Context: an optimization exercise on an open-source flow, tuned for small area and a short achievable clock period. The choices shown serve that exercise and are no tape-out recipe. No run shown here included a check of the RTL's function; only the layout flow was run.

==> design.v <==
module layer_blend #(
    parameter logic [23:0] BG_RGB    = 24'h000000,
    parameter logic        SYNC_IDLE = 1'b1
) (
    input  logic        clk,
    input  logic        rst,
    input  logic [31:0] color_rgba_top,
    input  logic [31:0] color_rgba_mid,
    input  logic [31:0] color_rgba_bot,
    input  logic        bright_in,
    input  logic        hsync_in,
    input  logic        vsync_in,
    output logic [23:0] rgb_out,
    output logic        bright_out,
    output logic        hsync_out,
    output logic        vsync_out
);
    logic [31:0] mid_d1_r;
    logic [31:0] top_d1_r;
    logic [31:0] top_d2_r;
    logic [1:0]  bright_sr_r;
    logic [1:0]  hsync_sr_r;
    logic [1:0]  vsync_sr_r;
    logic [7:0]  mid_an, top_an;
    logic [23:0] hx1, hy1, hx2, hy2, hx3, hy3;
    logic [2:0]  k1, k2, k3;
    logic [23:0] c1, c2, c3;
    logic [23:0] s1_hxn_r, s1_hyn_r, s2_hxn_r, s2_hyn_r, s3_hx_r, s3_hy_r;
    logic [2:0]  s1_k_r, s2_k_r, s3_k_r;
    assign mid_an = ~mid_d1_r[7:0];
    assign top_an = ~top_d2_r[7:0];
    always_comb begin
        for (int ch = 0; ch < 3; ch++) begin
            c1[8*ch +: 8] = ~s1_hxn_r[8*ch +: 8] + ~s1_hyn_r[8*ch +: 8] + {7'd0, s1_k_r[ch]};
            c2[8*ch +: 8] = ~s2_hxn_r[8*ch +: 8] + ~s2_hyn_r[8*ch +: 8] + {7'd0, s2_k_r[ch]};
            c3[8*ch +: 8] = s3_hx_r[8*ch +: 8] + s3_hy_r[8*ch +: 8] + {7'd0, s3_k_r[ch]};
        end
    end
    genvar ch;
    generate
        for (ch = 0; ch < 3; ch++) begin : g_ch
            lb_blend0 u_b1 (.fg(color_rgba_bot[8*ch+15:8*ch+8]), .a(color_rgba_bot[7:0]),
                          .hxn(hx1[8*ch+7:8*ch]), .hyn(hy1[8*ch+7:8*ch]), .k(k1[ch]));
            lb_blend u_b2 (.fg(mid_d1_r[8*ch+15:8*ch+8]), .bg(c1[8*ch+7:8*ch]),
                         .a(mid_d1_r[7:0]), .an(mid_an),
                         .hxn(hx2[8*ch+7:8*ch]), .hyn(hy2[8*ch+7:8*ch]), .k(k2[ch]));
            lb_blend u_b3 (.fg(top_d2_r[8*ch+15:8*ch+8]), .bg(c2[8*ch+7:8*ch]),
                         .a(top_d2_r[7:0]), .an(top_an),
                         .hxn(hx3[8*ch+7:8*ch]), .hyn(hy3[8*ch+7:8*ch]), .k(k3[ch]));
        end
    endgenerate
    always_ff @(posedge clk) begin
        s1_hxn_r <= hx1;
        s1_hyn_r <= hy1;
        s1_k_r   <= k1;
        mid_d1_r <= color_rgba_mid;
        top_d1_r <= color_rgba_top;
        s2_hxn_r <= hx2;
        s2_hyn_r <= hy2;
        s2_k_r   <= k2;
        top_d2_r <= top_d1_r;
    end
    always_ff @(posedge clk) begin
        if (rst || !bright_sr_r[1]) begin
            s3_hx_r <= 24'h000000;
            s3_hy_r <= 24'h000000;
            s3_k_r  <= 3'b000;
        end else begin
            s3_hx_r <= ~hx3;
            s3_hy_r <= ~hy3;
            s3_k_r  <= k3;
        end
    end
    assign rgb_out = c3;
    always_ff @(posedge clk) begin
        if (rst) begin
            bright_sr_r <= 2'b00;
            hsync_sr_r  <= {2{SYNC_IDLE}};
            vsync_sr_r  <= {2{SYNC_IDLE}};
            bright_out  <= 1'b0;
            hsync_out   <= SYNC_IDLE;
            vsync_out   <= SYNC_IDLE;
        end else begin
            bright_sr_r <= {bright_sr_r[0], bright_in};
            hsync_sr_r  <= {hsync_sr_r[0], hsync_in};
            vsync_sr_r  <= {vsync_sr_r[0], vsync_in};
            bright_out  <= bright_sr_r[1];
            hsync_out   <= hsync_sr_r[1];
            vsync_out   <= vsync_sr_r[1];
        end
    end
endmodule
module lb_blend0 (
    input wire [7:0] fg, input wire [7:0] a,
    output wire [7:0] hxn, output wire [7:0] hyn, output wire k
);
    wire pn0_0 = ~(a[0] & fg[0]);
    wire pn0_1 = ~(a[0] & fg[1]);
    wire pn0_2 = ~(a[0] & fg[2]);
    wire pn0_3 = ~(a[0] & fg[3]);
    wire pn0_4 = ~(a[0] & fg[4]);
    wire pn0_5 = ~(a[0] & fg[5]);
    wire pn0_6 = ~(a[0] & fg[6]);
    wire pn0_7 = ~(a[0] & fg[7]);
    wire pn1_0 = ~(a[1] & fg[0]);
    wire pn1_1 = ~(a[1] & fg[1]);
    wire pn1_2 = ~(a[1] & fg[2]);
    wire pn1_3 = ~(a[1] & fg[3]);
    wire pn1_4 = ~(a[1] & fg[4]);
    wire pn1_5 = ~(a[1] & fg[5]);
    wire pn1_6 = ~(a[1] & fg[6]);
    wire pn1_7 = ~(a[1] & fg[7]);
    wire pn2_0 = ~(a[2] & fg[0]);
    wire pn2_1 = ~(a[2] & fg[1]);
    wire pn2_2 = ~(a[2] & fg[2]);
    wire pn2_3 = ~(a[2] & fg[3]);
    wire pn2_4 = ~(a[2] & fg[4]);
    wire pn2_5 = ~(a[2] & fg[5]);
    wire pn2_6 = ~(a[2] & fg[6]);
    wire pn2_7 = ~(a[2] & fg[7]);
    wire pn3_0 = ~(a[3] & fg[0]);
    wire pn3_1 = ~(a[3] & fg[1]);
    wire pn3_2 = ~(a[3] & fg[2]);
    wire pn3_3 = ~(a[3] & fg[3]);
    wire pn3_4 = ~(a[3] & fg[4]);
    wire pn3_5 = ~(a[3] & fg[5]);
    wire pn3_6 = ~(a[3] & fg[6]);
    wire pn3_7 = ~(a[3] & fg[7]);
    wire pn4_0 = ~(a[4] & fg[0]);
    wire pn4_1 = ~(a[4] & fg[1]);
    wire pn4_2 = ~(a[4] & fg[2]);
    wire pn4_3 = ~(a[4] & fg[3]);
    wire pn4_4 = ~(a[4] & fg[4]);
    wire pn4_5 = ~(a[4] & fg[5]);
    wire pn4_6 = ~(a[4] & fg[6]);
    wire pn4_7 = ~(a[4] & fg[7]);
    wire pn5_0 = ~(a[5] & fg[0]);
    wire pn5_1 = ~(a[5] & fg[1]);
    wire pn5_2 = ~(a[5] & fg[2]);
    wire pn5_3 = ~(a[5] & fg[3]);
    wire pn5_4 = ~(a[5] & fg[4]);
    wire pn5_5 = ~(a[5] & fg[5]);
    wire pn5_6 = ~(a[5] & fg[6]);
    wire pn5_7 = ~(a[5] & fg[7]);
    wire pn6_0 = ~(a[6] & fg[0]);
    wire pn6_1 = ~(a[6] & fg[1]);
    wire pn6_2 = ~(a[6] & fg[2]);
    wire pn6_3 = ~(a[6] & fg[3]);
    wire pn6_4 = ~(a[6] & fg[4]);
    wire pn6_5 = ~(a[6] & fg[5]);
    wire pn6_6 = ~(a[6] & fg[6]);
    wire pn6_7 = ~(a[6] & fg[7]);
    wire pn7_0 = ~(a[7] & fg[0]);
    wire pn7_1 = ~(a[7] & fg[1]);
    wire pn7_2 = ~(a[7] & fg[2]);
    wire pn7_3 = ~(a[7] & fg[3]);
    wire pn7_4 = ~(a[7] & fg[4]);
    wire pn7_5 = ~(a[7] & fg[5]);
    wire pn7_6 = ~(a[7] & fg[6]);
    wire pn7_7 = ~(a[7] & fg[7]);
    wire pn8_0 = ~(a[7] & fg[0]);
    wire pn8_1 = ~(a[7] & fg[1]);
    wire pn8_2 = ~(a[7] & fg[2]);
    wire pn8_3 = ~(a[7] & fg[3]);
    wire pn8_4 = ~(a[7] & fg[4]);
    wire pn8_5 = ~(a[7] & fg[5]);
    wire pn8_6 = ~(a[7] & fg[6]);
    wire pn8_7 = ~(a[7] & fg[7]);
    wire w1, w2;
    lb_han u_w1 (.an(pn0_1), .bn(pn1_0), .sn(w1), .con(w2));
    wire w3, w4;
    lb_fa u_w3 (.a(pn0_2), .b(pn1_1), .c(pn2_0), .s(w3), .co(w4));
    wire w5, w6;
    lb_han u_w5 (.an(pn8_2), .bn(w2), .sn(w5), .con(w6));
    wire w7, w8;
    lb_fa u_w7 (.a(pn0_3), .b(pn1_2), .c(pn2_1), .s(w7), .co(w8));
    wire w9, w10;
    lb_fa u_w9 (.a(pn3_0), .b(pn8_3), .c(w4), .s(w9), .co(w10));
    wire w11, w12;
    lb_han u_w11 (.an(w6), .bn(w7), .sn(w11), .con(w12));
    wire w13, w14;
    lb_fa u_w13 (.a(pn0_4), .b(pn1_3), .c(pn2_2), .s(w13), .co(w14));
    wire w15, w16;
    lb_fa u_w15 (.a(pn3_1), .b(pn4_0), .c(pn8_4), .s(w15), .co(w16));
    wire w17, w18;
    lb_fa u_w17 (.a(w8), .b(w13), .c(w15), .s(w17), .co(w18));
    wire w19, w20;
    lb_han u_w19 (.an(w12), .bn(w10), .sn(w19), .con(w20));
    wire w21, w22;
    lb_fa u_w21 (.a(pn0_5), .b(pn1_4), .c(pn2_3), .s(w21), .co(w22));
    wire w23, w24;
    lb_fa u_w23 (.a(pn3_2), .b(pn4_1), .c(pn5_0), .s(w23), .co(w24));
    wire w25, w26;
    lb_fa u_w25 (.a(pn8_5), .b(w14), .c(w16), .s(w25), .co(w26));
    wire w27, w28;
    lb_fa u_w27 (.a(w21), .b(w23), .c(w18), .s(w27), .co(w28));
    wire w29, w30;
    lb_han u_w29 (.an(w25), .bn(w20), .sn(w29), .con(w30));
    wire w31, w32;
    lb_fa u_w31 (.a(pn0_6), .b(pn1_5), .c(pn2_4), .s(w31), .co(w32));
    wire w33, w34;
    lb_fa u_w33 (.a(pn3_3), .b(pn4_2), .c(pn5_1), .s(w33), .co(w34));
    wire w35, w36;
    lb_fa u_w35 (.a(pn6_0), .b(pn8_6), .c(w22), .s(w35), .co(w36));
    wire w37, w38;
    lb_fa u_w37 (.a(w24), .b(w31), .c(w33), .s(w37), .co(w38));
    wire w39, w40;
    lb_fa u_w39 (.a(w26), .b(w35), .c(w37), .s(w39), .co(w40));
    wire w41, w42;
    lb_han u_w41 (.an(w30), .bn(w28), .sn(w41), .con(w42));
    wire w43, w44;
    lb_fa u_w43 (.a(pn0_7), .b(pn1_6), .c(pn2_5), .s(w43), .co(w44));
    wire w45, w46;
    lb_fa u_w45 (.a(pn3_4), .b(pn4_3), .c(pn5_2), .s(w45), .co(w46));
    wire w47, w48;
    lb_fa u_w47 (.a(pn6_1), .b(pn7_0), .c(pn8_7), .s(w47), .co(w48));
    wire w49, w50;
    lb_fa u_w49 (.a(w32), .b(w34), .c(w43), .s(w49), .co(w50));
    wire w51, w52;
    lb_fa u_w51 (.a(w45), .b(w47), .c(w36), .s(w51), .co(w52));
    wire w53, w54;
    lb_fa u_w53 (.a(w38), .b(w49), .c(w51), .s(w53), .co(w54));
    wire w55, w56;
    lb_han u_w55 (.an(w40), .bn(w42), .sn(w55), .con(w56));
    wire w57, w58;
    lb_fa u_w57 (.a(pn1_7), .b(pn2_6), .c(pn3_5), .s(w57), .co(w58));
    wire w59, w60;
    lb_fa u_w59 (.a(pn4_4), .b(pn5_3), .c(pn6_2), .s(w59), .co(w60));
    wire w61, w62;
    lb_fa u_w61 (.a(pn7_1), .b(w44), .c(w46), .s(w61), .co(w62));
    wire w63, w64;
    lb_fa u_w63 (.a(w48), .b(w57), .c(w59), .s(w63), .co(w64));
    wire w65, w66;
    lb_fa u_w65 (.a(w50), .b(w61), .c(w63), .s(w65), .co(w66));
    wire w67, w68;
    lb_fa u_w67 (.a(w52), .b(w65), .c(w56), .s(w67), .co(w68));
    wire w69, w70;
    lb_fa u_w69 (.a(pn2_7), .b(pn3_6), .c(pn4_5), .s(w69), .co(w70));
    wire w71, w72;
    lb_fa u_w71 (.a(pn5_4), .b(pn6_3), .c(pn7_2), .s(w71), .co(w72));
    wire w73, w74;
    lb_fa u_w73 (.a(w58), .b(w60), .c(w69), .s(w73), .co(w74));
    wire w75, w76;
    lb_fa u_w75 (.a(w71), .b(w62), .c(w64), .s(w75), .co(w76));
    wire w77, w78;
    lb_fa u_w77 (.a(w73), .b(w66), .c(w75), .s(w77), .co(w78));
    wire w79, w80;
    lb_fa u_w79 (.a(pn3_7), .b(pn4_6), .c(pn5_5), .s(w79), .co(w80));
    wire w81, w82;
    lb_fa u_w81 (.a(pn6_4), .b(pn7_3), .c(w70), .s(w81), .co(w82));
    wire w83, w84;
    lb_fa u_w83 (.a(w72), .b(w79), .c(w74), .s(w83), .co(w84));
    wire w85, w86;
    lb_fa u_w85 (.a(w81), .b(w76), .c(w83), .s(w85), .co(w86));
    wire w87, w88;
    lb_fa u_w87 (.a(pn4_7), .b(pn5_6), .c(pn6_5), .s(w87), .co(w88));
    wire w89, w90;
    lb_fa u_w89 (.a(pn7_4), .b(w80), .c(w87), .s(w89), .co(w90));
    wire w91, w92;
    lb_fa u_w91 (.a(w82), .b(w89), .c(w84), .s(w91), .co(w92));
    wire w93, w94;
    lb_fa u_w93 (.a(pn5_7), .b(pn6_6), .c(pn7_5), .s(w93), .co(w94));
    wire w95, w96;
    lb_fa u_w95 (.a(w88), .b(w93), .c(w90), .s(w95), .co(w96));
    wire w97, w98;
    lb_fa u_w97 (.a(pn6_7), .b(pn7_6), .c(w94), .s(w97), .co(w98));
    wire [8:0] cy;
    assign cy[0] = 1'b0;
    assign cy[1] = (~pn0_0 & ~pn8_0) | ((~pn0_0 | ~pn8_0) & cy[0]);
    assign cy[2] = (~pn8_1 & ~w1) | ((~pn8_1 | ~w1) & cy[1]);
    assign cy[3] = (~w3 & ~w5) | ((~w3 | ~w5) & cy[2]);
    assign cy[4] = (~w9 & ~w11) | ((~w9 | ~w11) & cy[3]);
    assign cy[5] = (~w17 & ~w19) | ((~w17 | ~w19) & cy[4]);
    assign cy[6] = (~w27 & ~w29) | ((~w27 | ~w29) & cy[5]);
    assign cy[7] = (~w39 & ~w41) | ((~w39 | ~w41) & cy[6]);
    assign cy[8] = (~w53 & ~w55) | ((~w53 | ~w55) & cy[7]);
    assign k = cy[8];
    assign hxn = {1'b1, pn7_7, w96, w92, w86, w78, w68, w54};
    assign hyn = {1'b1, w98, w97, w95, w91, w85, w77, w67};
endmodule
module lb_blend (
    input wire [7:0] fg, input wire [7:0] bg, input wire [7:0] a, input wire [7:0] an,
    output wire [7:0] hxn, output wire [7:0] hyn, output wire k
);
    wire pn0_0;
    lb_ppn u_pn0_0 (.s(a[0]), .sn(an[0]), .f(fg[0]), .b(bg[0]), .yn(pn0_0));
    wire pn0_1;
    lb_ppn u_pn0_1 (.s(a[0]), .sn(an[0]), .f(fg[1]), .b(bg[1]), .yn(pn0_1));
    wire pn0_2;
    lb_ppn u_pn0_2 (.s(a[0]), .sn(an[0]), .f(fg[2]), .b(bg[2]), .yn(pn0_2));
    wire pn0_3;
    lb_ppn u_pn0_3 (.s(a[0]), .sn(an[0]), .f(fg[3]), .b(bg[3]), .yn(pn0_3));
    wire pn0_4;
    lb_ppn u_pn0_4 (.s(a[0]), .sn(an[0]), .f(fg[4]), .b(bg[4]), .yn(pn0_4));
    wire pn0_5;
    lb_ppn u_pn0_5 (.s(a[0]), .sn(an[0]), .f(fg[5]), .b(bg[5]), .yn(pn0_5));
    wire pn0_6;
    lb_ppn u_pn0_6 (.s(a[0]), .sn(an[0]), .f(fg[6]), .b(bg[6]), .yn(pn0_6));
    wire pn0_7;
    lb_ppn u_pn0_7 (.s(a[0]), .sn(an[0]), .f(fg[7]), .b(bg[7]), .yn(pn0_7));
    wire pn1_0;
    lb_ppn u_pn1_0 (.s(a[1]), .sn(an[1]), .f(fg[0]), .b(bg[0]), .yn(pn1_0));
    wire pn1_1;
    lb_ppn u_pn1_1 (.s(a[1]), .sn(an[1]), .f(fg[1]), .b(bg[1]), .yn(pn1_1));
    wire pn1_2;
    lb_ppn u_pn1_2 (.s(a[1]), .sn(an[1]), .f(fg[2]), .b(bg[2]), .yn(pn1_2));
    wire pn1_3;
    lb_ppn u_pn1_3 (.s(a[1]), .sn(an[1]), .f(fg[3]), .b(bg[3]), .yn(pn1_3));
    wire pn1_4;
    lb_ppn u_pn1_4 (.s(a[1]), .sn(an[1]), .f(fg[4]), .b(bg[4]), .yn(pn1_4));
    wire pn1_5;
    lb_ppn u_pn1_5 (.s(a[1]), .sn(an[1]), .f(fg[5]), .b(bg[5]), .yn(pn1_5));
    wire pn1_6;
    lb_ppn u_pn1_6 (.s(a[1]), .sn(an[1]), .f(fg[6]), .b(bg[6]), .yn(pn1_6));
    wire pn1_7;
    lb_ppn u_pn1_7 (.s(a[1]), .sn(an[1]), .f(fg[7]), .b(bg[7]), .yn(pn1_7));
    wire pn2_0;
    lb_ppn u_pn2_0 (.s(a[2]), .sn(an[2]), .f(fg[0]), .b(bg[0]), .yn(pn2_0));
    wire pn2_1;
    lb_ppn u_pn2_1 (.s(a[2]), .sn(an[2]), .f(fg[1]), .b(bg[1]), .yn(pn2_1));
    wire pn2_2;
    lb_ppn u_pn2_2 (.s(a[2]), .sn(an[2]), .f(fg[2]), .b(bg[2]), .yn(pn2_2));
    wire pn2_3;
    lb_ppn u_pn2_3 (.s(a[2]), .sn(an[2]), .f(fg[3]), .b(bg[3]), .yn(pn2_3));
    wire pn2_4;
    lb_ppn u_pn2_4 (.s(a[2]), .sn(an[2]), .f(fg[4]), .b(bg[4]), .yn(pn2_4));
    wire pn2_5;
    lb_ppn u_pn2_5 (.s(a[2]), .sn(an[2]), .f(fg[5]), .b(bg[5]), .yn(pn2_5));
    wire pn2_6;
    lb_ppn u_pn2_6 (.s(a[2]), .sn(an[2]), .f(fg[6]), .b(bg[6]), .yn(pn2_6));
    wire pn2_7;
    lb_ppn u_pn2_7 (.s(a[2]), .sn(an[2]), .f(fg[7]), .b(bg[7]), .yn(pn2_7));
    wire pn3_0;
    lb_ppn u_pn3_0 (.s(a[3]), .sn(an[3]), .f(fg[0]), .b(bg[0]), .yn(pn3_0));
    wire pn3_1;
    lb_ppn u_pn3_1 (.s(a[3]), .sn(an[3]), .f(fg[1]), .b(bg[1]), .yn(pn3_1));
    wire pn3_2;
    lb_ppn u_pn3_2 (.s(a[3]), .sn(an[3]), .f(fg[2]), .b(bg[2]), .yn(pn3_2));
    wire pn3_3;
    lb_ppn u_pn3_3 (.s(a[3]), .sn(an[3]), .f(fg[3]), .b(bg[3]), .yn(pn3_3));
    wire pn3_4;
    lb_ppn u_pn3_4 (.s(a[3]), .sn(an[3]), .f(fg[4]), .b(bg[4]), .yn(pn3_4));
    wire pn3_5;
    lb_ppn u_pn3_5 (.s(a[3]), .sn(an[3]), .f(fg[5]), .b(bg[5]), .yn(pn3_5));
    wire pn3_6;
    lb_ppn u_pn3_6 (.s(a[3]), .sn(an[3]), .f(fg[6]), .b(bg[6]), .yn(pn3_6));
    wire pn3_7;
    lb_ppn u_pn3_7 (.s(a[3]), .sn(an[3]), .f(fg[7]), .b(bg[7]), .yn(pn3_7));
    wire pn4_0;
    lb_ppn u_pn4_0 (.s(a[4]), .sn(an[4]), .f(fg[0]), .b(bg[0]), .yn(pn4_0));
    wire pn4_1;
    lb_ppn u_pn4_1 (.s(a[4]), .sn(an[4]), .f(fg[1]), .b(bg[1]), .yn(pn4_1));
    wire pn4_2;
    lb_ppn u_pn4_2 (.s(a[4]), .sn(an[4]), .f(fg[2]), .b(bg[2]), .yn(pn4_2));
    wire pn4_3;
    lb_ppn u_pn4_3 (.s(a[4]), .sn(an[4]), .f(fg[3]), .b(bg[3]), .yn(pn4_3));
    wire pn4_4;
    lb_ppn u_pn4_4 (.s(a[4]), .sn(an[4]), .f(fg[4]), .b(bg[4]), .yn(pn4_4));
    wire pn4_5;
    lb_ppn u_pn4_5 (.s(a[4]), .sn(an[4]), .f(fg[5]), .b(bg[5]), .yn(pn4_5));
    wire pn4_6;
    lb_ppn u_pn4_6 (.s(a[4]), .sn(an[4]), .f(fg[6]), .b(bg[6]), .yn(pn4_6));
    wire pn4_7;
    lb_ppn u_pn4_7 (.s(a[4]), .sn(an[4]), .f(fg[7]), .b(bg[7]), .yn(pn4_7));
    wire pn5_0;
    lb_ppn u_pn5_0 (.s(a[5]), .sn(an[5]), .f(fg[0]), .b(bg[0]), .yn(pn5_0));
    wire pn5_1;
    lb_ppn u_pn5_1 (.s(a[5]), .sn(an[5]), .f(fg[1]), .b(bg[1]), .yn(pn5_1));
    wire pn5_2;
    lb_ppn u_pn5_2 (.s(a[5]), .sn(an[5]), .f(fg[2]), .b(bg[2]), .yn(pn5_2));
    wire pn5_3;
    lb_ppn u_pn5_3 (.s(a[5]), .sn(an[5]), .f(fg[3]), .b(bg[3]), .yn(pn5_3));
    wire pn5_4;
    lb_ppn u_pn5_4 (.s(a[5]), .sn(an[5]), .f(fg[4]), .b(bg[4]), .yn(pn5_4));
    wire pn5_5;
    lb_ppn u_pn5_5 (.s(a[5]), .sn(an[5]), .f(fg[5]), .b(bg[5]), .yn(pn5_5));
    wire pn5_6;
    lb_ppn u_pn5_6 (.s(a[5]), .sn(an[5]), .f(fg[6]), .b(bg[6]), .yn(pn5_6));
    wire pn5_7;
    lb_ppn u_pn5_7 (.s(a[5]), .sn(an[5]), .f(fg[7]), .b(bg[7]), .yn(pn5_7));
    wire pn6_0;
    lb_ppn u_pn6_0 (.s(a[6]), .sn(an[6]), .f(fg[0]), .b(bg[0]), .yn(pn6_0));
    wire pn6_1;
    lb_ppn u_pn6_1 (.s(a[6]), .sn(an[6]), .f(fg[1]), .b(bg[1]), .yn(pn6_1));
    wire pn6_2;
    lb_ppn u_pn6_2 (.s(a[6]), .sn(an[6]), .f(fg[2]), .b(bg[2]), .yn(pn6_2));
    wire pn6_3;
    lb_ppn u_pn6_3 (.s(a[6]), .sn(an[6]), .f(fg[3]), .b(bg[3]), .yn(pn6_3));
    wire pn6_4;
    lb_ppn u_pn6_4 (.s(a[6]), .sn(an[6]), .f(fg[4]), .b(bg[4]), .yn(pn6_4));
    wire pn6_5;
    lb_ppn u_pn6_5 (.s(a[6]), .sn(an[6]), .f(fg[5]), .b(bg[5]), .yn(pn6_5));
    wire pn6_6;
    lb_ppn u_pn6_6 (.s(a[6]), .sn(an[6]), .f(fg[6]), .b(bg[6]), .yn(pn6_6));
    wire pn6_7;
    lb_ppn u_pn6_7 (.s(a[6]), .sn(an[6]), .f(fg[7]), .b(bg[7]), .yn(pn6_7));
    wire pn7_0;
    lb_ppn u_pn7_0 (.s(a[7]), .sn(an[7]), .f(fg[0]), .b(bg[0]), .yn(pn7_0));
    wire pn7_1;
    lb_ppn u_pn7_1 (.s(a[7]), .sn(an[7]), .f(fg[1]), .b(bg[1]), .yn(pn7_1));
    wire pn7_2;
    lb_ppn u_pn7_2 (.s(a[7]), .sn(an[7]), .f(fg[2]), .b(bg[2]), .yn(pn7_2));
    wire pn7_3;
    lb_ppn u_pn7_3 (.s(a[7]), .sn(an[7]), .f(fg[3]), .b(bg[3]), .yn(pn7_3));
    wire pn7_4;
    lb_ppn u_pn7_4 (.s(a[7]), .sn(an[7]), .f(fg[4]), .b(bg[4]), .yn(pn7_4));
    wire pn7_5;
    lb_ppn u_pn7_5 (.s(a[7]), .sn(an[7]), .f(fg[5]), .b(bg[5]), .yn(pn7_5));
    wire pn7_6;
    lb_ppn u_pn7_6 (.s(a[7]), .sn(an[7]), .f(fg[6]), .b(bg[6]), .yn(pn7_6));
    wire pn7_7;
    lb_ppn u_pn7_7 (.s(a[7]), .sn(an[7]), .f(fg[7]), .b(bg[7]), .yn(pn7_7));
    wire pn8_0;
    lb_ppn u_pn8_0 (.s(a[7]), .sn(an[7]), .f(fg[0]), .b(bg[0]), .yn(pn8_0));
    wire pn8_1;
    lb_ppn u_pn8_1 (.s(a[7]), .sn(an[7]), .f(fg[1]), .b(bg[1]), .yn(pn8_1));
    wire pn8_2;
    lb_ppn u_pn8_2 (.s(a[7]), .sn(an[7]), .f(fg[2]), .b(bg[2]), .yn(pn8_2));
    wire pn8_3;
    lb_ppn u_pn8_3 (.s(a[7]), .sn(an[7]), .f(fg[3]), .b(bg[3]), .yn(pn8_3));
    wire pn8_4;
    lb_ppn u_pn8_4 (.s(a[7]), .sn(an[7]), .f(fg[4]), .b(bg[4]), .yn(pn8_4));
    wire pn8_5;
    lb_ppn u_pn8_5 (.s(a[7]), .sn(an[7]), .f(fg[5]), .b(bg[5]), .yn(pn8_5));
    wire pn8_6;
    lb_ppn u_pn8_6 (.s(a[7]), .sn(an[7]), .f(fg[6]), .b(bg[6]), .yn(pn8_6));
    wire pn8_7;
    lb_ppn u_pn8_7 (.s(a[7]), .sn(an[7]), .f(fg[7]), .b(bg[7]), .yn(pn8_7));
    wire w1, w2;
    lb_han u_w1 (.an(pn0_1), .bn(pn1_0), .sn(w1), .con(w2));
    wire w3, w4;
    lb_fa u_w3 (.a(pn0_2), .b(pn1_1), .c(pn2_0), .s(w3), .co(w4));
    wire w5, w6;
    lb_han u_w5 (.an(pn8_2), .bn(w2), .sn(w5), .con(w6));
    wire w7, w8;
    lb_fa u_w7 (.a(pn0_3), .b(pn1_2), .c(pn2_1), .s(w7), .co(w8));
    wire w9, w10;
    lb_fa u_w9 (.a(pn3_0), .b(pn8_3), .c(w4), .s(w9), .co(w10));
    wire w11, w12;
    lb_han u_w11 (.an(w6), .bn(w7), .sn(w11), .con(w12));
    wire w13, w14;
    lb_fa u_w13 (.a(pn0_4), .b(pn1_3), .c(pn2_2), .s(w13), .co(w14));
    wire w15, w16;
    lb_fa u_w15 (.a(pn3_1), .b(pn4_0), .c(pn8_4), .s(w15), .co(w16));
    wire w17, w18;
    lb_fa u_w17 (.a(w8), .b(w13), .c(w15), .s(w17), .co(w18));
    wire w19, w20;
    lb_han u_w19 (.an(w12), .bn(w10), .sn(w19), .con(w20));
    wire w21, w22;
    lb_fa u_w21 (.a(pn0_5), .b(pn1_4), .c(pn2_3), .s(w21), .co(w22));
    wire w23, w24;
    lb_fa u_w23 (.a(pn3_2), .b(pn4_1), .c(pn5_0), .s(w23), .co(w24));
    wire w25, w26;
    lb_fa u_w25 (.a(pn8_5), .b(w14), .c(w16), .s(w25), .co(w26));
    wire w27, w28;
    lb_fa u_w27 (.a(w21), .b(w23), .c(w18), .s(w27), .co(w28));
    wire w29, w30;
    lb_han u_w29 (.an(w25), .bn(w20), .sn(w29), .con(w30));
    wire w31, w32;
    lb_fa u_w31 (.a(pn0_6), .b(pn1_5), .c(pn2_4), .s(w31), .co(w32));
    wire w33, w34;
    lb_fa u_w33 (.a(pn3_3), .b(pn4_2), .c(pn5_1), .s(w33), .co(w34));
    wire w35, w36;
    lb_fa u_w35 (.a(pn6_0), .b(pn8_6), .c(w22), .s(w35), .co(w36));
    wire w37, w38;
    lb_fa u_w37 (.a(w24), .b(w31), .c(w33), .s(w37), .co(w38));
    wire w39, w40;
    lb_fa u_w39 (.a(w26), .b(w35), .c(w37), .s(w39), .co(w40));
    wire w41, w42;
    lb_han u_w41 (.an(w30), .bn(w28), .sn(w41), .con(w42));
    wire w43, w44;
    lb_fa u_w43 (.a(pn0_7), .b(pn1_6), .c(pn2_5), .s(w43), .co(w44));
    wire w45, w46;
    lb_fa u_w45 (.a(pn3_4), .b(pn4_3), .c(pn5_2), .s(w45), .co(w46));
    wire w47, w48;
    lb_fa u_w47 (.a(pn6_1), .b(pn7_0), .c(pn8_7), .s(w47), .co(w48));
    wire w49, w50;
    lb_fa u_w49 (.a(w32), .b(w34), .c(w43), .s(w49), .co(w50));
    wire w51, w52;
    lb_fa u_w51 (.a(w45), .b(w47), .c(w36), .s(w51), .co(w52));
    wire w53, w54;
    lb_fa u_w53 (.a(w38), .b(w49), .c(w51), .s(w53), .co(w54));
    wire w55, w56;
    lb_han u_w55 (.an(w40), .bn(w42), .sn(w55), .con(w56));
    wire w57, w58;
    lb_fa u_w57 (.a(pn1_7), .b(pn2_6), .c(pn3_5), .s(w57), .co(w58));
    wire w59, w60;
    lb_fa u_w59 (.a(pn4_4), .b(pn5_3), .c(pn6_2), .s(w59), .co(w60));
    wire w61, w62;
    lb_fa u_w61 (.a(pn7_1), .b(w44), .c(w46), .s(w61), .co(w62));
    wire w63, w64;
    lb_fa u_w63 (.a(w48), .b(w57), .c(w59), .s(w63), .co(w64));
    wire w65, w66;
    lb_fa u_w65 (.a(w50), .b(w61), .c(w63), .s(w65), .co(w66));
    wire w67, w68;
    lb_fa u_w67 (.a(w52), .b(w65), .c(w56), .s(w67), .co(w68));
    wire w69, w70;
    lb_fa u_w69 (.a(pn2_7), .b(pn3_6), .c(pn4_5), .s(w69), .co(w70));
    wire w71, w72;
    lb_fa u_w71 (.a(pn5_4), .b(pn6_3), .c(pn7_2), .s(w71), .co(w72));
    wire w73, w74;
    lb_fa u_w73 (.a(w58), .b(w60), .c(w69), .s(w73), .co(w74));
    wire w75, w76;
    lb_fa u_w75 (.a(w71), .b(w62), .c(w64), .s(w75), .co(w76));
    wire w77, w78;
    lb_fa u_w77 (.a(w73), .b(w66), .c(w75), .s(w77), .co(w78));
    wire w79, w80;
    lb_fa u_w79 (.a(pn3_7), .b(pn4_6), .c(pn5_5), .s(w79), .co(w80));
    wire w81, w82;
    lb_fa u_w81 (.a(pn6_4), .b(pn7_3), .c(w70), .s(w81), .co(w82));
    wire w83, w84;
    lb_fa u_w83 (.a(w72), .b(w79), .c(w74), .s(w83), .co(w84));
    wire w85, w86;
    lb_fa u_w85 (.a(w81), .b(w76), .c(w83), .s(w85), .co(w86));
    wire w87, w88;
    lb_fa u_w87 (.a(pn4_7), .b(pn5_6), .c(pn6_5), .s(w87), .co(w88));
    wire w89, w90;
    lb_fa u_w89 (.a(pn7_4), .b(w80), .c(w87), .s(w89), .co(w90));
    wire w91, w92;
    lb_fa u_w91 (.a(w82), .b(w89), .c(w84), .s(w91), .co(w92));
    wire w93, w94;
    lb_fa u_w93 (.a(pn5_7), .b(pn6_6), .c(pn7_5), .s(w93), .co(w94));
    wire w95, w96;
    lb_fa u_w95 (.a(w88), .b(w93), .c(w90), .s(w95), .co(w96));
    wire w97, w98;
    lb_fa u_w97 (.a(pn6_7), .b(pn7_6), .c(w94), .s(w97), .co(w98));
    wire [8:0] cy;
    assign cy[0] = 1'b0;
    assign cy[1] = (~pn0_0 & ~pn8_0) | ((~pn0_0 | ~pn8_0) & cy[0]);
    assign cy[2] = (~pn8_1 & ~w1) | ((~pn8_1 | ~w1) & cy[1]);
    assign cy[3] = (~w3 & ~w5) | ((~w3 | ~w5) & cy[2]);
    assign cy[4] = (~w9 & ~w11) | ((~w9 | ~w11) & cy[3]);
    assign cy[5] = (~w17 & ~w19) | ((~w17 | ~w19) & cy[4]);
    assign cy[6] = (~w27 & ~w29) | ((~w27 | ~w29) & cy[5]);
    assign cy[7] = (~w39 & ~w41) | ((~w39 | ~w41) & cy[6]);
    assign cy[8] = (~w53 & ~w55) | ((~w53 | ~w55) & cy[7]);
    assign k = cy[8];
    assign hxn = {1'b1, pn7_7, w96, w92, w86, w78, w68, w54};
    assign hyn = {1'b1, w98, w97, w95, w91, w85, w77, w67};
endmodule
module lb_fa (input wire a, input wire b, input wire c, output wire s, output wire co);
    assign s  = a ^ b ^ c;
    assign co = (a & b) | (a & c) | (b & c);
endmodule
module lb_han (input wire an, input wire bn, output wire sn, output wire con);
    assign sn  = ~(an ^ bn);
    assign con = an | bn;
endmodule
module lb_ppn (input wire s, input wire sn, input wire f, input wire b, output wire yn);
    assign yn = ~((s & f) | (sn & b));
endmodule
==> flow/run.sh <==
#!/bin/bash
set -euo pipefail
bash standard.sh SYNTH_CANONICALIZE_TCL="$PWD/flow/leafmap.tcl" finish > make.log 2>&1
==> flow/leafmap.tcl <==
# Replace the design's leaf modules (full adders, inverted mux bits) by their cells.
techmap -map [file dirname [info script]]/leafmap.v
hierarchy -check -top $::env(DESIGN_NAME)
==> flow/leafmap.v <==
// Map the design's leaf modules one-to-one onto sky130hd cells.
module lb_fa (input wire a, input wire b, input wire c, output wire s, output wire co);
    sky130_fd_sc_hd__fa_1 _TECHMAP_REPLACE_ (.A(a), .B(b), .CIN(c), .SUM(s), .COUT(co));
endmodule

module lb_ppn (input wire s, input wire sn, input wire f, input wire b, output wire yn);
    sky130_fd_sc_hd__a22oi_1 _TECHMAP_REPLACE_ (.A1(s), .A2(f), .B1(sn), .B2(b), .Y(yn));
endmodule

module lb_han (input wire an, input wire bn, output wire sn, output wire con);
    sky130_fd_sc_hd__xnor2_1 x (.A(an), .B(bn), .Y(sn));
    sky130_fd_sc_hd__or2_1 o (.A(an), .B(bn), .X(con));
endmodule
==> standard.sh <==
#!/bin/bash
# synth_recipe.tcl (not shown) runs the flow's synth.tcl, then flattens the netlist and writes it again
# the make line also repeats each setting of config.mk as NAME=value (left out here)
make -C /OpenROAD-flow-scripts/flow DESIGN_CONFIG=/design/flow/config.mk WORK_HOME=/design/flow/orfs CLKGATE_MAP_FILE= SYNTH_SCRIPT=/design/flow/synth_recipe.tcl "${@:-finish}"
==> config.mk <==
export PLATFORM = sky130hd
export DESIGN_NAME = layer_blend
export DESIGN_NICKNAME = layer_blend
export VERILOG_FILES = /design/flow/design.v
export SDC_FILE = /design/flow/constraint.sdc
export NUM_CORES = 4
export LEC_CHECK = 0
export CAP_MARGIN = 20
export CORE_MARGIN = 2
export CORE_UTILIZATION = 40
export SETUP_SLACK_MARGIN = 4.5
export SLEW_MARGIN = 20
==> constraint.sdc <==
create_clock -name core_clock -period 8.0 [get_ports {clk}]
set_input_delay 1.6000 -clock core_clock [delete_from_list [all_inputs] [get_ports {clk}]]
set_output_delay 1.6000 -clock core_clock [all_outputs]
set_load 0.01 [all_outputs]
==> reports/results.env, run 1 <==
RESULT_OF_THE_RUN='timing/DRC/antenna clean'
BUFFER_PORTS.INSERTED=127
GRT_SETUP_UNREPAIRED='yes'
RR_WORST_DEPTH=17
FFS_LATCHES_SYNTH=240
WORSTHOLDPATHTYPE='reg -> reg'
DETAILEDPLACEMENTHPWL_UM=41200
CTS-HTREE-LEVELS=1
DETAILEDPLACE.WORSTSLACK_PS=2460
GP_CONGESTION=0.859
SETUP_VIOL=0
WIDTH_OF_THE_DIE_UM=233
CLK_LATENCY_PS=580
CTSHOLDBUFFERS=0
SYNTH.NET_COUNT=2494
SLEW_VIOLATIONS=0
FMAXACHIEVABLE_MHz=223
FINAL_AREA_UM2=27500
PLACE_INST=2740
REG2REG_SLACK_PS=3510
AREA_GROWTH_SYN_TO_LAYOUT_PCT=30.9
COMBINED_GLOBAL_ROUTE_UTILIZATION_OF_ALL_METAL_LAYERS_PCT=22.1
CORE.ROWCOUNT=84
MAX-SLEW-MARGIN-REL_PCT=27.3
CLOCK_TREE.ROOT_CELL='sky130_fd_sc_hd__clkbuf_16'
START_UTIL_PCT=40.3
SYN_AREA_UM2=21000
TIMING.CRITICAL_PATH.ARRIVAL_PS=4930
WORST-PATH-MAX-FANOUT=3
DRV_CAP=0
NUMCTSBUFFERS=28
RR_STARTPOINT='s2_k_r[2]'
DIEHEIGHT_UM=233
DRIVE_GT1_SHARE_PCT=31.9
SETUP_WS_PS=3510
ROUTE.ANTENNA.REMAINING_NETS=0
FINAL.SETUP.TNS_PS=0
CLOCK_TREE_FROM_TRITONCTS='yes'
GRT_MAX_DEGREE=50
MIN_PATH_CELLS=0
TIGHTESTPINTRANSITION_PS=1090
POST_LAYOUT_NONFILLER_INSTANCES=2926
INITIALDRTVIOLATIONCOUNT=1600
PLACEDINSTANCEAREA_UM2=24100
GRT_ANTENNA_BEFORE_REPAIR=0
SYNTH_TOP_FLOP_CELL='sky130_fd_sc_hd__dfxtp_1'
SYNTH.AVG_CELL_AREA_UM2=10.8
DRT_FIRST_PASS_ITERS=6
DESIGN.CORE.AREA_UM2=52200
DETAIL_ROUTE.WL_PER_CELL_UM=20.9
MIN-DELAY-START='top_d1_r[29]'
DESIGN.PORTCOUNT=128
CP-START-KIND='flip-flop'
FINAL.SETUP_SKEW_PS=34.4
CRIT-REG2REG-CAPTURE='s3_hy_r[16]'
HOLD_VIOLATIONS=0
CRITICAL_PATH_CAPTURE_POINT_TYPE='flip-flop'
N_ANTENNA_CELL=0
ROUTED_WIRELENGTH_UM=61200
YS_TYPES=45
SYNTH_ENABLE_FLOP_CELLS=0
WIRE_LENGTH_OF_THE_FIRST_GLOBAL_ROUTING_PASS_UM=96300
YOSYS_WARNINGS=1
CRITICAL_PATH_CLASS='reg -> reg'
ASYNCSETRESETFLOPFRACSYNTH_PCT=0
VIASPERCELL=5.85
FINAL_NETS=2769
DESIGN.DIE.AREA_UM2=54400
HOLDPATHEND='top_d2_r[29]'
POST-ROUTE-PERIOD-UTIL_PCT=56.2
CTS.REPORTEDPATHS.CLKPINSLEW_PS=60
YS_SEQ_AREA_SHARE_PCT=22.8
CTS.PATH.MAX_BUFFERS=3
POST-ROUTE-DRC-COUNT=0
GLOBAL_ROUTE.OVERFLOW_TOTAL=0
CLOCK_SINKS=240
VIAS=17100
VIA_COUNT_OF_THE_FIRST_GLOBAL_ROUTING_PASS=18200
SYNTH_CELLS=1943
CRITICAL_PATH_REQUIRED_PS=8430
FIN_CRIT_PS=4490
-- cells in the mapped netlist (3+ instances only) --
cell | n | area [um2]
sky130_fd_sc_hd__nor2_1 | 53 | 199
sky130_fd_sc_hd__a21o_1 | 36 | 270
sky130_fd_sc_hd__o31ai_1 | 7 | 52.6
sky130_fd_sc_hd__a221oi_1 | 3 | 26.3
sky130_fd_sc_hd__or2_2 | 7 | 43.8
sky130_fd_sc_hd__xnor2_1 | 90 | 788
sky130_fd_sc_hd__o22ai_1 | 9 | 56.3
sky130_fd_sc_hd__maj3_1 | 5 | 50.1
sky130_fd_sc_hd__or2_1 | 63 | 394
sky130_fd_sc_hd__o21ai_0 | 28 | 140
sky130_fd_sc_hd__clkbuf_1 | 31 | 116
sky130_fd_sc_hd__o22a_1 | 4 | 35.0
sky130_fd_sc_hd__dfxtp_1 | 240 | 4800
sky130_fd_sc_hd__ha_1 | 54 | 676
sky130_fd_sc_hd__fa_1 | 396 | 7930
sky130_fd_sc_hd__o221ai_1 | 3 | 26.3
sky130_fd_sc_hd__nor3_1 | 3 | 15.0
sky130_fd_sc_hd__xor2_1 | 18 | 158
sky130_fd_sc_hd__a22oi_1 | 438 | 3290
sky130_fd_sc_hd__maj3_2 | 4 | 45.0
sky130_fd_sc_hd__inv_1 | 136 | 510
sky130_fd_sc_hd__buf_1 | 13 | 48.8
sky130_fd_sc_hd__a21oi_1 | 46 | 230
sky130_fd_sc_hd__a222oi_1 | 3 | 30.0
sky130_fd_sc_hd__a31oi_1 | 5 | 31.3
sky130_fd_sc_hd__o21bai_1 | 9 | 67.6
sky130_fd_sc_hd__nand2_1 | 210 | 788
sky130_fd_sc_hd__a22o_1 | 4 | 35.0
-- metal layers --
metal	GRT usage, %	up-vias	share of wire [%]
met2	37.6	940	49
met1	29.0	8603	39
met3	2.99	151	8.5
met5	0	-	0
li1	-	7431	-
met4	7.76	0	3.1
-- placed cells by master, fill, tap and decap left out, types with 45 or more instances in the layout --
master                              n
sky130_fd_sc_hd__xnor2_1           66
sky130_fd_sc_hd__fa_1             196
sky130_fd_sc_hd__dfxtp_1          214
sky130_fd_sc_hd__nand2_1          173
sky130_fd_sc_hd__a22oi_1          379
sky130_fd_sc_hd__clkdlybuf4s50_1   71
sky130_fd_sc_hd__inv_1            114
sky130_fd_sc_hd__a22oi_2           59
sky130_fd_sc_hd__buf_4             99
sky130_fd_sc_hd__nor2_1            45
sky130_fd_sc_hd__fa_2             200
sky130_fd_sc_hd__or2_1             57
sky130_fd_sc_hd__ha_1              53
sky130_fd_sc_hd__buf_6             59
-- timing repair --
item	CTS	global route
pin swaps	138	150
resized for setup	458	146
buffers inserted	91	38
gates cloned	4	3
setup endpoints to repair	132	114
-- layout make-up --
class                      instances  area, um2
clock buffer                      32        757
sequential                       240       4840
clock inverter                    18        200
multi-input combinational       1521      17400
timing repair buffer             291       2980
fill                            4513      24700
tap                              688        861
inverter                         136        518
-- sequential cells by signal (all words and copies together) (netlist names) --
| signal | count |
|---|---|
| bright_out | 1 |
| bright_sr_r | 2 |
| hsync_out | 1 |
| hsync_sr_r | 2 |
| mid_d1_r | 32 |
| s1_hxn_r | 21 |
| s1_hyn_r | 21 |
| s1_k_r | 3 |
| s2_hxn_r | 21 |
| s2_hyn_r | 21 |
| s2_k_r | 3 |
| s3_hx_r | 21 |
| s3_hy_r | 21 |
| s3_k_r | 3 |
| top_d1_r | 32 |
| top_d2_r | 32 |
| vsync_out | 1 |
| vsync_sr_r | 2 |
-- stage by stage --
stage	hold slack [ps]	utilization [%]
6_report	325	52.7
5_1_grt	333	52.7
4_1_cts	326	51.2
3_5_place_dp	312	46.1
3_3_place_gp	313	46.1
2_1_floorplan	309	-
-- cells by family (layout without fill, tap and decap cells) --
family,count (synthesis),after routing,share of synthesized area (%)
AOI/OAI and AO/OA,606,606,20.9
buffers and inverters,182,477,3.26
and+or+nand+nor,348,348,7.21
xor gates and xnor gates,108,108,4.50
DFF,240,240,22.8
adders and majority gates,459,459,41.3
-- worst max-delay path, stage by stage (launching register included) --
cell and delay, ps:
sky130_fd_sc_hd__dfxtp_2 320, sky130_fd_sc_hd__inv_2 50, sky130_fd_sc_hd__fa_2 190, sky130_fd_sc_hd__inv_2 50, sky130_fd_sc_hd__fa_2 360, sky130_fd_sc_hd__a21o_1 210
sky130_fd_sc_hd__a21oi_4 200, sky130_fd_sc_hd__o21bai_1 120, sky130_fd_sc_hd__a21oi_2 250, sky130_fd_sc_hd__xnor2_4 120, sky130_fd_sc_hd__buf_6 130, sky130_fd_sc_hd__buf_6 120
sky130_fd_sc_hd__a22oi_2 150, sky130_fd_sc_hd__fa_1 500, sky130_fd_sc_hd__fa_2 590, sky130_fd_sc_hd__fa_2 440, sky130_fd_sc_hd__fa_2 530, sky130_fd_sc_hd__nor2_1 30
-- worst max-delay path by stage --
| stage | start | endpoint | slack (ps) | depth (start not counted) |
|---|---|---|---|---|
| 2_1_floorplan | s2_hxn_r[16] | s3_k_r[2] | 3820 | 18 |
| 3_3_place_gp | color_rgba_bot[0] | s1_k_r[0] | 2540 | 9 |
| 3_5_place_dp | color_rgba_bot[0] | s1_k_r[0] | 2460 | 9 |
| 4_1_cts | s2_hxn_r[16] | s3_k_r[2] | 3580 | 13 |
| 5_1_grt | s2_k_r[2] | s3_k_r[2] | 3320 | 19 |
| 6_report | s2_k_r[2] | s3_hy_r[16] | 3510 | 17 |
==> inputs of run 2 (changes only) <==
--- a/config.mk
+++ b/config.mk
@@ -8,5 +8,5 @@
 export CAP_MARGIN = 20
 export CORE_MARGIN = 2
 export CORE_UTILIZATION = 40
-export SETUP_SLACK_MARGIN = 4.5
+export SETUP_SLACK_MARGIN = 3.5
 export SLEW_MARGIN = 20
==> reports/results.env, run 2 <==
CORE.ROWCOUNT=84  # unchanged
SLOWEST_DELAY_PS=550  # was 590 ps
FINAL_COMMON_CELL='sky130_fd_sc_hd__a22oi_1'  # unchanged
ASYNCSETRESETFLOPFRACSYNTH_PCT=0  # unchanged
RESULT_OF_THE_RUN='timing/DRC/antenna clean'  # unchanged
SYNTH_XOR_AREA_SHARE_PCT=4.50  # unchanged
RR_STARTPOINT='s2_k_r[2]'  # unchanged
MOST_INSTANTIATED_LIBRARY_CELL_AFTER_SYNTHESIS='sky130_fd_sc_hd__a22oi_1'  # unchanged
TIMING.CRITICAL_PATH.ARRIVAL_PS=4910  # was 4930 ps
MIN-DELAY-START='top_d1_r[0]'  # was top_d1_r[29]
INITIALDRTVIOLATIONCOUNT=1482  # was 1600
FINAL_NETS=2673  # was 2769
CLOCK_TREE_FROM_TRITONCTS='yes'  # unchanged
YS_TYPES=45  # unchanged
ROUTE.ANTENNA.REMAINING_NETS=0  # unchanged
CP-STARTPOINT='s2_k_r[2]'  # unchanged
GRT_ANTENNA_BEFORE_REPAIR=0  # unchanged
CP_TOP_FAMILY='adder cells'  # unchanged
CPMOSTUSEDCELL='sky130_fd_sc_hd__fa_2'  # unchanged
N_ANTENNA_CELL=0  # unchanged
VIASPERCELL=5.86  # was 5.85
FINAL.SETUP.TNS_PS=0  # unchanged
LAYOUT_COMMON_CELLS='sky130_fd_sc_hd__a22oi_1 (432), sky130_fd_sc_hd__fa_1 (380), sky130_fd_sc_hd__dfxtp_1 (236)'  # was sky130_fd_sc_hd__a22oi_1 (379), sky130_fd_sc_hd__dfxtp_1 (214), sky130_fd_sc_hd__fa_2 (200)
GRT_SETUP_UNREPAIRED='yes'  # unchanged
CTSHOLDBUFFERS=0  # unchanged
HOLDPATHEND='top_d2_r[0]'  # was top_d2_r[29]
DESIGN.DIE.AREA_UM2=54400  # unchanged
CRITICAL_PATH_REQUIRED_PS=8470  # was 8430 ps
SYNTH_TOP_FAMILY_BY_AREA='adder cells'  # unchanged
DRIVE_GT1_SHARE_PCT=10.5  # was 31.9%
SLOWEST_STAGE='sky130_fd_sc_hd__fa_1'  # was sky130_fd_sc_hd__fa_2
CLK_LATENCY_PS=560  # was 580 ps
PATH_BUF_INV=3  # was 4
GP_CONGESTION=0.870  # was 0.859
ROUTED_WIRELENGTH_UM=56800  # was 61200 um
CTS-HTREE-LEVELS=1  # unchanged
CRIT-REG2REG-CAPTURE='s3_k_r[2]'  # was s3_hy_r[16]
WORSTHOLDPATHTYPE='reg -> reg'  # unchanged
START_UTIL_PCT=40.3  # unchanged
HOLD_VIOLATIONS=0  # unchanged
CLOCK_TREE.ROOT_CELL='sky130_fd_sc_hd__clkbuf_16'  # unchanged
SETUP_VIOL=0  # unchanged
YOSYS_WARNINGS=1  # unchanged
SYNTH_ENABLE_FLOP_CELLS=0  # unchanged
DESIGN.CORE.AREA_UM2=52200  # unchanged
POST-ROUTE-PERIOD-UTIL_PCT=55.5  # was 56.2%
CRITICAL_PATH_CAPTURE_POINT_TYPE='flip-flop'  # unchanged
RR_WORST_DEPTH=18  # was 17
FILLER_CELL_COUNT=4775  # was 4513
SYNTH_FA_HA_AREA_SHARE_PCT=41.3  # unchanged
GRT_MAX_DEGREE=50  # unchanged
CTS.REPORTEDPATHS.CLKPINSLEW_PS=70  # was 60 ps
FFS_LATCHES_SYNTH=240  # unchanged
CP-START-KIND='flip-flop'  # unchanged
CRITICAL_PATH.CELL_CHAIN='inv_2 > fa_2 > inv_2 > fa_2 > a21o_1 > a21oi_4 > o21bai_2 > a21oi_2 > xnor2_2 > a22oi_2 > fa_1 > fa_1 > fa_2 > buf_4 > nand2_1 > a21oi_1 > or4_1 > o22ai_1'  # was inv_2 > fa_2 > inv_2 > fa_2 > a21o_1 > a21oi_4 > o21bai_1 > a21oi_2 > xnor2_4 > buf_6 > buf_6 > a22oi_2 > fa_1 > fa_2 > fa_2 > fa_2 > nor2_1
VIAS=16600  # was 17100
DETAIL_ROUTE.WL_PER_CELL_UM=20.1  # was 20.9 um
CTS.PATH.MAX_BUFFERS=3  # unchanged
SHARE_OF_THE_SYNTHESIZED_AREA_IN_COMPOUND_GATES_AO_OA_AOI_OAI_PCT=20.9  # unchanged
DRV_CAP=0  # unchanged
DETAILEDPLACEMENTHPWL_UM=40200  # was 41200 um
DIEHEIGHT_UM=233  # unchanged
WIDTH_OF_THE_DIE_UM=233  # unchanged
SYNTH_TOP_CELL_BY_AREA='sky130_fd_sc_hd__fa_1'  # unchanged
MAX-SLEW-MARGIN-REL_PCT=27.2  # was 27.3%
POST_SYNTH_MAIN_AREA_CONTRIBUTORS='sky130_fd_sc_hd__fa_1 (38%), sky130_fd_sc_hd__dfxtp_1 (23%), sky130_fd_sc_hd__a22oi_1 (16%)'  # unchanged
LARGESTREGISTERS='mid_d1_r x32, top_d1_r x32, top_d2_r x32'  # unchanged
NUMCTSBUFFERS=26  # was 28
SYNTH_COMMONEST_CELLS='sky130_fd_sc_hd__a22oi_1 (438), sky130_fd_sc_hd__fa_1 (396), sky130_fd_sc_hd__dfxtp_1 (240)'  # unchanged
SYNTH_TOP_FLOP_CELL='sky130_fd_sc_hd__dfxtp_1'  # unchanged
DRT_FIRST_PASS_ITERS=7  # was 6
CLOCK_SINKS=240  # unchanged
YS_SEQ_AREA_SHARE_PCT=22.8  # unchanged
SYNTH_CELLS=1943  # unchanged
FMAXACHIEVABLE_MHz=225  # was 223 MHz
TIGHTESTPINTRANSITION_PS=1090  # about the same
FIN_CRIT_PS=4440  # was 4490 ps
SYNTH.TOP_CELL.AREA_SHARE_PCT=37.7  # unchanged
CRITICAL_PATH_CLASS='reg -> reg'  # unchanged
SYNTH.AVG_CELL_AREA_UM2=10.8  # unchanged
SYNTH.MUX.AREA_FRACTION_PCT=0  # unchanged
BUFFER_PORTS.INSERTED=127  # unchanged
POST-ROUTE-DRC-COUNT=0  # unchanged
MIN_PATH_CELLS=0  # unchanged
WORST-PATH-MAX-FANOUT=3  # unchanged
COMBINED_GLOBAL_ROUTE_UTILIZATION_OF_ALL_METAL_LAYERS_PCT=20.6  # was 22.1%
VIA_COUNT_OF_THE_FIRST_GLOBAL_ROUTING_PASS=17200  # was 18200
GLOBAL_ROUTE.OVERFLOW_TOTAL=0  # unchanged
WIRE_LENGTH_OF_THE_FIRST_GLOBAL_ROUTING_PASS_UM=90300  # was 96300 um
SYNTH.NET_COUNT=2494  # unchanged
SLEW_VIOLATIONS=0  # unchanged
YOSYS.AREA_SHARE.SIMPLE_PCT=7.21  # unchanged
SYN_AREA_UM2=21000  # unchanged
FINAL.SETUP_SKEW_PS=18.2  # was 34.4 ps
AREA_GROWTH_SYN_TO_LAYOUT_PCT=19.1  # was 30.9%
DESIGN.PORTCOUNT=128  # unchanged
REG2REG_SLACK_PS=3560  # was 3510 ps
run 2: cell counts after synthesis:
Identical to the previous run, type by type.
run 2: kinds of logic after synthesis:
logic type                 after synthesis
xor gates and xnor gates               108
DFF                                    240
AOI/OAI and AO/OA                      606
and+or+nand+nor                        348
buffers and inverters                  182
adders and majority gates              459
run 2: worst register-to-register path, cell delays in order, from the launching register on:
cell,delay [ps]
sky130_fd_sc_hd__dfxtp_2,320
sky130_fd_sc_hd__inv_2,50
sky130_fd_sc_hd__fa_2,190
sky130_fd_sc_hd__inv_2,50
sky130_fd_sc_hd__fa_2,360
sky130_fd_sc_hd__a21o_1,210
sky130_fd_sc_hd__a21oi_4,210
sky130_fd_sc_hd__o21bai_2,120
sky130_fd_sc_hd__a21oi_2,170
sky130_fd_sc_hd__xnor2_2,140
sky130_fd_sc_hd__a22oi_2,90
sky130_fd_sc_hd__fa_1,540
sky130_fd_sc_hd__fa_1,550
sky130_fd_sc_hd__fa_2,480
sky130_fd_sc_hd__buf_4,150
sky130_fd_sc_hd__nand2_1,70
sky130_fd_sc_hd__a21oi_1,70
sky130_fd_sc_hd__or4_1,460
sky130_fd_sc_hd__o22ai_1,120
run 2: what timing repair did:
item	in CTS	in global routing
setup endpoints to repair	38	33
buffers inserted	7	30
resized for setup	46	94
cloned	0	1
pin swaps	6	47
run 2: layout make-up:
cell class / instances / area, um2 / area share [%]
flip-flops and latches: 240 / 4810 / 19.2
multi-input cells: 1521 / 16100 / 64.4
inverters: 136 / 514 / 2.05
well taps: 688 / 861 / 3.43
repair inverters: 1 / 5.00 / 0.0200
clock buffers: 35 / 756 / 3.02
repair buffers: 196 / 1830 / 7.32
clock inverters: 11 / 143 / 0.569
run 2: how the worst max path moves through the flow:
stage,to,slack [ps],depth (start not counted)
after global placement,s1_k_r[0],2600,11
after global routing,s3_k_r[2],3370,19
final,s3_k_r[2],3560,18
after detailed placement,s1_k_r[2],2520,11
after CTS,s3_k_r[2],3330,19
after floorplan,s1_k_r[2],3500,11
run 2: stage by stage:
step	instance area (um2)	util [%]	hold slack [ps]	std cells	setup slack [ps]
floorplan	21000	-	310	1943	3500
global placement	23200	44.5	312	2744	2600
detailed placement	23200	44.5	313	2744	2520
CTS	24400	46.6	327	2797	3330
global route	25100	48.0	330	2828	3370
finish	25100	48.0	324	2828	3560
run 2: layer usage:
layer | part of all wire, % | global-route usage (%)
met5 | 0 | 0
met1 | 41 | 27.5
met3 | 8.7 | 3.19
met4 | 2.4 | 6.13
met2 | 48 | 34.4

-- what the ideal ports hide --
How much do the figures lean on ideal ports? The routed layouts below were timed once more, with nothing changed but the port constraints.
Step 1, drivers: a clkbuf_16 drives clk and a buf_2 each remaining input, both assumed.
Step 2, shift: input delay + t, output delay - t, t = (earliest + latest rising clock arrival at the registers) / 2. This alone moves slack from input paths to output paths.
Slacks: ideal ports / drivers / drivers and shift; pairs: ideal ports / drivers.
run	t, ns	setup WS [ns]	worst hold slack (ns)	clock arrival spread, ns
run 1	0.612	3.507 / 3.507 / 3.507	0.325 / 0.325 / 0.325	0.034 / 0.034
run 2	0.598	3.561 / 3.561 / 3.003	0.324 / 0.324 / 0.324	0.018 / 0.018
After both steps every run listed still meets setup and hold. For run 2, which loses most, drivers alone change the setup slack by 0.000 ns; drivers and shift together by -0.558 ns.
